This design comes from an exercise in tuning for small area, a short achievable clock period and few clock cycles per item on the open sky130 flow, not from production work.
At most, simulation tests tie the RTL to the original design; equivalence was not proved.
Power is estimated from default activity; no workload was simulated.

==> module programMemory, before the edit <==
module programMemory
(
    input  logic       clock,
    input  logic       progWrite,
    input  logic [7:0] progAddr,
    input  logic [7:0] progData,
    input  logic [6:0] rowE,
    input  logic [6:0] rowO,
    output logic [7:0] byteE,
    output logic [7:0] byteO
);
    logic [7:0] memE [128];
    logic [7:0] memO [128];
    always_ff @(posedge clock) begin
        if (progWrite && !progAddr[0]) memE[progAddr[7:1]] <= progData;
        if (progWrite &&  progAddr[0]) memO[progAddr[7:1]] <= progData;
    end
    assign byteE = memE[rowE];
    assign byteO = memO[rowO];
endmodule
==> module cpuTop, before the edit <==
module cpuTop
(
    input  logic       clock,
    input  logic       arstN,
    input  logic       progWrite,
    input  logic [7:0] progAddr,
    input  logic [7:0] progData,
    input  logic       run,
    output logic [31:0] regs,          
    output logic [7:0] pc,
    output logic            instrDone
);
    logic       wrQ;
    logic [7:0] wrAddrQ, wrDataQ;
    always_ff @(posedge clock) begin
        wrQ     <= progWrite;
        wrAddrQ <= progAddr;
        wrDataQ <= progData;
    end
    localparam int BTB = 2;
    logic [7:0]  fetchPc;
    logic [6:0]  rowE;       
    logic        running;    
    logic        bubble;     
    logic        starting;   
    logic [7:0]  byteE, byteO;
    logic [15:0] ir;         
    logic [7:0]  irPc;       
    logic        irPred;     
    logic [7:0]  pcQ;
    programMemory i_programMemory (
        .clock     (clock),
        .progWrite (wrQ),
        .progAddr  (wrAddrQ),
        .progData  (wrDataQ),
        .rowE      (rowE),
        .rowO      (fetchPc[7:1]),
        .byteE     (byteE),
        .byteO     (byteO)
    );
    logic           btbValid [BTB];
    logic [7:0]     btbPc    [BTB];
    logic [7:0]     btbTgt   [BTB];
    logic [$clog2(BTB > 1 ? BTB : 2)-1:0] btbNext;
    logic       hit;
    logic [7:0] hitTgt;
    always_comb begin
        hit     = 1'b0;
        hitTgt  = '0;
        for (int i = 0; i < BTB; i++) begin
            if (btbValid[i] && btbPc[i] == fetchPc) begin
                hit     = 1'b1;
                hitTgt  = hitTgt | btbTgt[i];
            end
        end
    end
    logic       exBra;     
    logic       redirect;  
    logic       stopped;
    logic       advance;   
    logic [7:0] target;
    logic [6:0] targetRowE;
    assign exBra      = running && (ir[15:12] == 4'h9);
    assign redirect   = exBra && !irPred;
    assign target     = ir[7:0];
    assign targetRowE = target[7:1] + 7'(target[0]);
    assign stopped    = !running && !bubble && !starting;
    assign advance    = bubble || starting || (running && !redirect && run) ||
                        (stopped && run && !wrQ);
    always_ff @(posedge clock) begin
        ir     <= fetchPc[0] ? {byteE, byteO} : {byteO, byteE};
        irPc   <= fetchPc;
        irPred <= hit;
    end
    always_ff @(posedge clock or negedge arstN) begin
        if (!arstN) begin
            fetchPc  <= '0;
            rowE     <= '0;
            running  <= 1'b0;
            bubble   <= 1'b0;
            starting <= 1'b0;
            pcQ      <= '0;
        end else begin
            running  <= advance;
            bubble   <= redirect && run;
            starting <= stopped && run && wrQ;
            if (redirect) begin
                fetchPc <= target;
                rowE    <= targetRowE;
            end else if (advance) begin
                fetchPc <= hit ? hitTgt : fetchPc + 8'd2;
                rowE    <= hit ? hitTgt[7:1] + 7'(hitTgt[0]) : rowE + 7'd1;
            end
            pcQ <= exBra ? target : fetchPc;
        end
    end
    always_ff @(posedge clock or negedge arstN) begin
        if (!arstN) begin
            for (int i = 0; i < BTB; i++) btbValid[i] <= 1'b0;
            btbNext <= '0;
        end else if (wrQ) begin
            for (int i = 0; i < BTB; i++) btbValid[i] <= 1'b0;
        end else if (redirect) begin
            btbValid[btbNext] <= 1'b1;
            btbNext <= (BTB > 1) ? btbNext + 1'b1 : '0;
        end
    end
    always_ff @(posedge clock) begin
        if (redirect && !wrQ) begin
            btbPc[btbNext]   <= irPc;
            btbTgt[btbNext]  <= target;
        end
    end
    assign pc        = pcQ;
    assign instrDone = running;
    logic [3:0] op;
    logic [1:0] d, a, b;
    logic [7:0] imm;
    assign op  = ir[15:12];
    assign d   = ir[9:8];
    assign a   = ir[5:4];
    assign b   = ir[1:0];
    assign imm = ir[7:0];
    logic [7:0] r [4];
    logic [7:0] opA, opB, addB, sum, result;
    logic       cin;
    assign opA = r[a];
    assign opB = r[b];
    always_comb begin
        case (op)
            4'h4:    begin addB = ~opB;   cin = 1'b1; end   
            4'h7:    begin addB = 8'h01;  cin = 1'b0; end   
            4'h8:    begin addB = 8'hFF;  cin = 1'b0; end   
            default: begin addB = opB;    cin = 1'b0; end   
        endcase
    end
    logic [7:0] g0, p0, gk, pk, gn, pn;
    logic [8:0] carry;
    always_comb begin
        g0 = opA & addB;
        p0 = opA ^ addB;
        gk = g0;
        pk = p0;
        for (int s = 1; s < 8; s = s * 2) begin
            gn = gk;
            pn = pk;
            for (int i = s; i < 8; i++) begin
                gn[i] = gk[i] | (pk[i] & gk[i - s]);
                pn[i] = pk[i] & pk[i - s];
            end
            gk = gn;
            pk = pn;
        end
        carry[0] = cin;
        for (int i = 0; i < 8; i++) carry[i + 1] = gk[i] | (pk[i] & cin);
        sum = p0 ^ carry[7:0];
    end
    always_comb begin
        case (op)
            4'h0:    result = opA & opB;
            4'h1:    result = opA | opB;
            4'h2:    result = ~opA;
            4'h5:    result = {1'b0, opA[7:1]};
            4'h6:    result = {opA[6:0], 1'b0};
            4'hC:    result = imm;
            4'hB:    result = opA;
            default: result = sum;   
        endcase
    end
    logic       wr;
    logic [1:0] dst;
    assign wr  = running && (op <= 4'h8 || op == 4'hB || op == 4'hC);
    assign dst = (op == 4'h7 || op == 4'h8) ? a : d;
    for (genvar i = 0; i < 4; i++) begin : gReg
        always_ff @(posedge clock or negedge arstN) begin
            if (!arstN)                          r[i] <= '0;
            else if (wr && dst == 2'(i))         r[i] <= result;
        end
    end
    assign regs = {r[0], r[1], r[2], r[3]};
endmodule
export LEC_CHECK = 0
export CAP_MARGIN = 20
export CORE_MARGIN = 2
export CORE_UTILIZATION = 40
export CTS_CLUSTER_DIAMETER = 100
export CTS_CLUSTER_SIZE = 25
export SLEW_MARGIN = 20
create_clock -name core_clock -period 9.0 [get_ports {clock}]
standard.sh (not shown) runs the stock make flow with config.mk's settings and CLKGATE_MAP_FILE= SYNTH_SCRIPT=/design/flow/synth_recipe.tcl, a recipe that flattens the netlist after the stock synthesis.
==> flow/flow/run.sh <==
#!/bin/bash
# Own layout flow: the standard ORFS flow (standard.sh) with a tighter
# timing-repair target (setup margin) and plain buffers on the ports. Same
# SDC and clock period.
set -euo pipefail
bash standard.sh SETUP_SLACK_MARGIN=5.6 'BUFFER_PORTS_ARGS=-buffer_cell sky130_fd_sc_hd__buf_4' finish > run_make.log 2>&1
Edit:
--- a/flow/design.v
+++ b/flow/design.v
@@ -74,23 +74,37 @@
     input  logic       clock,
     input  logic       progWrite,
     input  logic [7:0] progAddr,
     input  logic [7:0] progData,
     input  logic [6:0] rowE,
     input  logic [6:0] rowO,
+    input  logic [7:0] rowE1h,   
+    input  logic [7:0] rowO1h,   
     output logic [7:0] byteE,
     output logic [7:0] byteO
 );
     logic [7:0] memE [128];
     logic [7:0] memO [128];
     always_ff @(posedge clock) begin
         if (progWrite && !progAddr[0]) memE[progAddr[7:1]] <= progData;
         if (progWrite &&  progAddr[0]) memO[progAddr[7:1]] <= progData;
     end
-    assign byteE = memE[rowE];
-    assign byteO = memO[rowO];
+    logic [7:0] grpE [16];
+    logic [7:0] grpO [16];
+    always_comb begin
+        for (int g = 0; g < 16; g++) begin
+            grpE[g] = '0;
+            grpO[g] = '0;
+            for (int k = 0; k < 8; k++) begin
+                grpE[g] = grpE[g] | (memE[8 * g + k] & {8{rowE1h[k]}});
+                grpO[g] = grpO[g] | (memO[8 * g + k] & {8{rowO1h[k]}});
+            end
+        end
+    end
+    assign byteE = grpE[rowE[6:3]];
+    assign byteO = grpO[rowO[6:3]];
 endmodule
 `default_nettype wire
 `timescale 1ns/1ps
 `default_nettype none
 module cpuTop
 (
@@ -111,12 +125,14 @@
         wrAddrQ <= progAddr;
         wrDataQ <= progData;
     end
     localparam int BTB = 2;
     logic [7:0]  fetchPc;
     logic [6:0]  rowE;       
+    logic [7:0]  rowE1h;     
+    logic [7:0]  rowO1h;     
     logic        running;    
     logic        bubble;     
     logic        starting;   
     logic [7:0]  byteE, byteO;
     logic [15:0] ir;         
     logic [7:0]  irPc;       
@@ -126,21 +142,25 @@
         .clock     (clock),
         .progWrite (wrQ),
         .progAddr  (wrAddrQ),
         .progData  (wrDataQ),
         .rowE      (rowE),
         .rowO      (fetchPc[7:1]),
+        .rowE1h    (rowE1h),
+        .rowO1h    (rowO1h),
         .byteE     (byteE),
         .byteO     (byteO)
     );
     logic           btbValid [BTB];
     logic [7:0]     btbPc    [BTB];
     logic [7:0]     btbTgt   [BTB];
-    logic [$clog2(BTB > 1 ? BTB : 2)-1:0] btbNext;
+    logic           btbNext;   
     logic       hit;
     logic [7:0] hitTgt;
+    logic [6:0] hitRowE;
+    assign hitRowE = hitTgt[7:1] + 7'(hitTgt[0]);
     always_comb begin
         hit     = 1'b0;
         hitTgt  = '0;
         for (int i = 0; i < BTB; i++) begin
             if (btbValid[i] && btbPc[i] == fetchPc) begin
                 hit     = 1'b1;
@@ -167,39 +187,50 @@
         irPred <= hit;
     end
     always_ff @(posedge clock or negedge arstN) begin
         if (!arstN) begin
             fetchPc  <= '0;
             rowE     <= '0;
+            rowE1h   <= 8'b0000_0001;
+            rowO1h   <= 8'b0000_0001;
             running  <= 1'b0;
             bubble   <= 1'b0;
             starting <= 1'b0;
             pcQ      <= '0;
         end else begin
             running  <= advance;
             bubble   <= redirect && run;
             starting <= stopped && run && wrQ;
             if (redirect) begin
                 fetchPc <= target;
                 rowE    <= targetRowE;
+                rowE1h  <= 8'b0000_0001 << targetRowE[2:0];
+                rowO1h  <= 8'b0000_0001 << target[3:1];
+            end else if (advance && hit) begin
+                fetchPc <= hitTgt;
+                rowE    <= hitRowE;
+                rowE1h  <= 8'b0000_0001 << hitRowE[2:0];
+                rowO1h  <= 8'b0000_0001 << hitTgt[3:1];
             end else if (advance) begin
-                fetchPc <= hit ? hitTgt : fetchPc + 8'd2;
-                rowE    <= hit ? hitTgt[7:1] + 7'(hitTgt[0]) : rowE + 7'd1;
+                fetchPc <= fetchPc + 8'd2;
+                rowE    <= rowE + 7'd1;
+                rowE1h  <= {rowE1h[6:0], rowE1h[7]};
+                rowO1h  <= {rowO1h[6:0], rowO1h[7]};
             end
             pcQ <= exBra ? target : fetchPc;
         end
     end
     always_ff @(posedge clock or negedge arstN) begin
         if (!arstN) begin
             for (int i = 0; i < BTB; i++) btbValid[i] <= 1'b0;
             btbNext <= '0;
         end else if (wrQ) begin
             for (int i = 0; i < BTB; i++) btbValid[i] <= 1'b0;
         end else if (redirect) begin
             btbValid[btbNext] <= 1'b1;
-            btbNext <= (BTB > 1) ? btbNext + 1'b1 : '0;
+            btbNext <= !btbNext;
         end
     end
     always_ff @(posedge clock) begin
         if (redirect && !wrQ) begin
             btbPc[btbNext]   <= irPc;
             btbTgt[btbNext]  <= target;
After rerunning:
- power is lower by about 26%
- clock-buffer cell count rises by 6
- worst setup slack gains 210 ps
- final area shrinks by about 5%
- non-clock buffer count falls by 44
- fmax grows by 6.2%
- wire length rises by about 10%
- synthesized cell count rose by about 14%
- first-iteration DRC count rises by about 24%
Testbench counts after the change, summed over its fixed seeds: cycles 10,023, instrs 9,600.
No functional check of the RTL was part of the first run of this note.

[separate check: timing with driven ports]
How much do the figures lean on ideal ports? The routed layouts below were timed once more, with nothing changed but the port constraints.
Step 1, drivers: a clkbuf_16 drives clock and a buf_2 each remaining input, both assumed.
Step 2 moves the port delays by t, midway between the first and last clock arrival at a register: inputs arrive t later, outputs are due t later. That takes back most of the time a late clock gives input paths.
Three values: no drivers, after step 1, after step 2; two values: the first two.
run	t (ns)	slack for setup (ns)	hold WS [ns]	worst register clock-pin slew, ns
the first run	0.847	5.374 / 5.374 / 5.374	0.426 / 0.426 / 0.426	0.11 / 0.11
the second run	0.852	5.585 / 5.584 / 5.383	0.440 / 0.440 / 0.440	0.11 / 0.11
After both steps setup and hold are still met in every run listed. For the second run, which loses most, drivers alone change the setup slack by -0.001 ns; drivers and shift together by -0.202 ns.
